This design comes from an exercise in tuning for small area on the open sky130 flow, not from production work.
At most, simulation tests tie the RTL to the original design; equivalence was not proved.
No activity file was given, so power comes from the tool's default toggle rates.

## sierra
==> module gpr_hilo_wb, before the edit <==
module gpr_hilo_wb #(
    parameter int NUM_REGS = 32,
    parameter int CNT_W    = 32
) (
    input  logic             clk,
    input  logic             rst,
    input  logic             wb_wreg,
    input  logic [4:0]       wb_wd,
    input  logic [31:0]      wb_wdata,
    input  logic             wb_whilo,
    input  logic [31:0]      wb_hi,
    input  logic [31:0]      wb_lo,
    input  logic             re1,
    input  logic [4:0]       raddr1,
    output logic [31:0]      rdata1,
    input  logic             re2,
    input  logic [4:0]       raddr2,
    output logic [31:0]      rdata2,
    output logic [31:0]      hi_o,
    output logic [31:0]      lo_o,
    output logic [CNT_W-1:0] retire_cnt
);
    logic [31:0]         regs [1:NUM_REGS-1];
    logic [NUM_REGS-1:1] valid;
    logic [NUM_REGS-1:1] we;
    logic [NUM_REGS-1:1] rd_ok;
    logic [31:0]         sel1, sel2;
    logic                hilo_valid;
    logic [31:0]         hi_q, lo_q;
    logic [31:0]         hi_m, lo_m;
    always_comb begin
        for (int i = 1; i < NUM_REGS; i++) begin
            we[i] = wb_wreg && (wb_wd == i[4:0]);
        end
    end
    always_ff @(posedge clk) begin
        for (int i = 1; i < NUM_REGS; i++) begin
            if (we[i]) regs[i] <= wb_wdata;
        end
    end
    always_ff @(posedge clk or negedge rst) begin
        if (!rst) valid <= '0;
        else      valid <= valid | we;
    end
    always_ff @(posedge clk or negedge rst) begin
        if (!rst) retire_cnt <= '0;
        else      retire_cnt <= retire_cnt + {{(CNT_W-1){1'b0}}, (wb_wreg | wb_whilo)};
    end
    logic en1, en2;
    assign en1 = rst && re1;
    assign en2 = rst && re2;
    always_comb begin
        for (int i = 1; i < NUM_REGS; i++) begin
            rd_ok[i]  = valid[i] && !we[i];
            sel1[i-1] = en1 && (raddr1 == i[4:0]) && rd_ok[i];
            sel2[i-1] = en2 && (raddr2 == i[4:0]) && rd_ok[i];
        end
        sel1[31] = en1 && wb_wreg && (raddr1 != 5'd0) && (wb_wd == raddr1);
        sel2[31] = en2 && wb_wreg && (raddr2 != 5'd0) && (wb_wd == raddr2);
    end
    for (genvar b = 0; b < 32; b++) begin : g_rd
        logic [31:0] col;
        for (genvar i = 1; i < NUM_REGS; i++) begin : g_col
            assign col[i-1] = regs[i][b];
        end
        assign col[31] = wb_wdata[b];
        gpr_rd_bit u_rd1 (.sel(sel1), .d(col), .y(rdata1[b]));
        gpr_rd_bit u_rd2 (.sel(sel2), .d(col), .y(rdata2[b]));
    end
    assign hi_m = wb_whilo ? wb_hi : hi_q;
    assign lo_m = wb_whilo ? wb_lo : lo_q;
    always_ff @(posedge clk) begin
        hi_q <= hi_m;
        lo_q <= lo_m;
    end
    always_ff @(posedge clk or negedge rst) begin
        if (!rst) hilo_valid <= 1'b0;
        else      hilo_valid <= hilo_valid | wb_whilo;
    end
    logic hilo_en;
    assign hilo_en = rst && (wb_whilo || hilo_valid);
    assign hi_o = {32{hilo_en}} & hi_m;
    assign lo_o = {32{hilo_en}} & lo_m;
endmodule
export LEC_CHECK = 0
export CAP_MARGIN = 0
export CORE_MARGIN = 2
export CORE_UTILIZATION = 30
export PLACE_DENSITY = 0.45
export SETUP_SLACK_MARGIN = 0
export SLEW_MARGIN = 0
export SYNTH_HIERARCHICAL = 1
create_clock -name core_clock -period 7.0 [get_ports {clk}]
standard.sh (not shown) runs the stock make flow with config.mk's settings and CLKGATE_MAP_FILE= SYNTH_SCRIPT=/design/flow/synth_recipe.tcl, a recipe that flattens the netlist after the stock synthesis.
==> flow/flow/run.sh <==
#!/bin/bash
# Standard ORFS layout with two changes: ports are buffered with the smallest
# buffer, and clock tree synthesis uses larger sink clusters of mid-size
# clock buffers without dummy loads. Each tool's output goes to its own log
# (ORFS also keeps per-step logs under orfs/logs/).
set -euo pipefail
export BUFFER_PORTS_ARGS="-buffer_cell sky130_fd_sc_hd__buf_1"
export CTS_ARGS="-sink_clustering_enable -repair_clock_nets -dont_use_dummy_load -buf_list sky130_fd_sc_hd__clkbuf_8 -sink_clustering_size 16 -sink_clustering_max_diameter 50"
bash standard.sh finish > standard_flow.log 2>&1
Input changes introduced in cedar (baseline for comparison: sierra):
--- a/flow/design.v
+++ b/flow/design.v
@@ -56,21 +56,22 @@
     output logic [31:0]      lo_o,
     output logic [CNT_W-1:0] retire_cnt
 );
     logic [31:0]         regs [1:NUM_REGS-1];
     logic [NUM_REGS-1:1] valid;
     logic [NUM_REGS-1:1] we;
-    logic [NUM_REGS-1:1] rd_ok;
     logic [31:0]         sel1, sel2;
     logic                hilo_valid;
     logic [31:0]         hi_q, lo_q;
     logic [31:0]         hi_m, lo_m;
+    logic [3:0] wpa;
+    logic [7:0] wpb;
     always_comb begin
-        for (int i = 1; i < NUM_REGS; i++) begin
-            we[i] = wb_wreg && (wb_wd == i[4:0]);
-        end
+        for (int k = 0; k < 4; k++) wpa[k] = (wb_wd[1:0] == k[1:0]);
+        for (int m = 0; m < 8; m++) wpb[m] = wb_wreg && (wb_wd[4:2] == m[2:0]);
+        for (int i = 1; i < NUM_REGS; i++) we[i] = wpa[i%4] && wpb[i/4];
     end
     always_ff @(posedge clk) begin
         for (int i = 1; i < NUM_REGS; i++) begin
             if (we[i]) regs[i] <= wb_wdata;
         end
     end
@@ -79,23 +80,34 @@
         else      valid <= valid | we;
     end
     always_ff @(posedge clk or negedge rst) begin
         if (!rst) retire_cnt <= '0;
         else      retire_cnt <= retire_cnt + {{(CNT_W-1){1'b0}}, (wb_wreg | wb_whilo)};
     end
-    logic en1, en2;
-    assign en1 = rst && re1;
-    assign en2 = rst && re2;
+    logic hit1, hit2, en1, en2;
+    assign hit1 = wb_wreg && (raddr1 != 5'd0) && (wb_wd == raddr1);
+    assign hit2 = wb_wreg && (raddr2 != 5'd0) && (wb_wd == raddr2);
+    assign en1  = rst && re1 && !hit1;
+    assign en2  = rst && re2 && !hit2;
+    logic [3:0] pa1, pa2;
+    logic [7:0] pb1, pb2;
     always_comb begin
+        for (int k = 0; k < 4; k++) begin
+            pa1[k] = (raddr1[1:0] == k[1:0]);
+            pa2[k] = (raddr2[1:0] == k[1:0]);
+        end
+        for (int m = 0; m < 8; m++) begin
+            pb1[m] = en1 && (raddr1[4:2] == m[2:0]);
+            pb2[m] = en2 && (raddr2[4:2] == m[2:0]);
+        end
         for (int i = 1; i < NUM_REGS; i++) begin
-            rd_ok[i]  = valid[i] && !we[i];
-            sel1[i-1] = en1 && (raddr1 == i[4:0]) && rd_ok[i];
-            sel2[i-1] = en2 && (raddr2 == i[4:0]) && rd_ok[i];
+            sel1[i-1] = pa1[i%4] && pb1[i/4] && valid[i];
+            sel2[i-1] = pa2[i%4] && pb2[i/4] && valid[i];
         end
-        sel1[31] = en1 && wb_wreg && (raddr1 != 5'd0) && (wb_wd == raddr1);
-        sel2[31] = en2 && wb_wreg && (raddr2 != 5'd0) && (wb_wd == raddr2);
+        sel1[31] = rst && re1 && hit1;
+        sel2[31] = rst && re2 && hit2;
     end
     for (genvar b = 0; b < 32; b++) begin : g_rd
         logic [31:0] col;
         for (genvar i = 1; i < NUM_REGS; i++) begin : g_col
             assign col[i-1] = regs[i][b];
         end
--- outcome ---
sierra and cedar ended up with roughly the same power.
Clock-buffer cell count came out higher on cedar than on sierra.
Setup slack: cedar less than sierra
Looking at distinct cell type count after synthesis, cedar sits 7 above sierra.
Power drawn by the clock network on cedar is behind sierra.
Looking at last element of the critical path, the rdata2[31] result is from sierra; the rdata1[3] one comes from cedar.
Summary of cedar over sierra: part of the total power dissipated in combinational logic shrank by 0.5 points; synthesized cell count down about 1.9%; clock period minus final worst setup slack saw an increase; static power due to leakage has increased; average instance area after synthesis went up.
cedar ends up with lower number of nets in the synthesized netlist than sierra does.
NOTE: final worst-path cycle share in cedar exceeds that of sierra
Compared with sierra, in cedar share of layout cells above drive strength 1 went up by 0.78 points; global-route usage over all layers went down by 1.4 points.
Only the layout flow was run in sierra; the RTL was not checked for function there.

## re-timing with driven ports
Ports are ideal in the flow. The routed layouts listed here were re-timed in OpenROAD. Step 1, drivers: a clkbuf_16 drives clk and a buf_2 each remaining input, both assumed. Step 2 adds t to the input delays and takes it off the output delays; t is the mean of the earliest and latest rising clock arrival at the registers after step 1. Input paths then give back, and output paths get back, about the clock's delay inside the block. Three values: ideal, step 1, step 2; two values: the first two.
run | t (ns) | setup slack, ns | latest minus earliest clock arrival (ns) | worst register clock-pin slew, ns
sierra | 0.909 | 0.441 / 0.397 / 0.397 | 0.125 / 0.124 | 0.10 / 0.10
cedar | 0.900 | 0.294 / 0.263 / 0.263 | 0.093 / 0.093 | 0.10 / 0.10
After both steps every run listed still meets setup and hold. The setup slack of sierra, which loses most, moves by -0.044 ns with the drivers and by -0.044 ns with both steps.
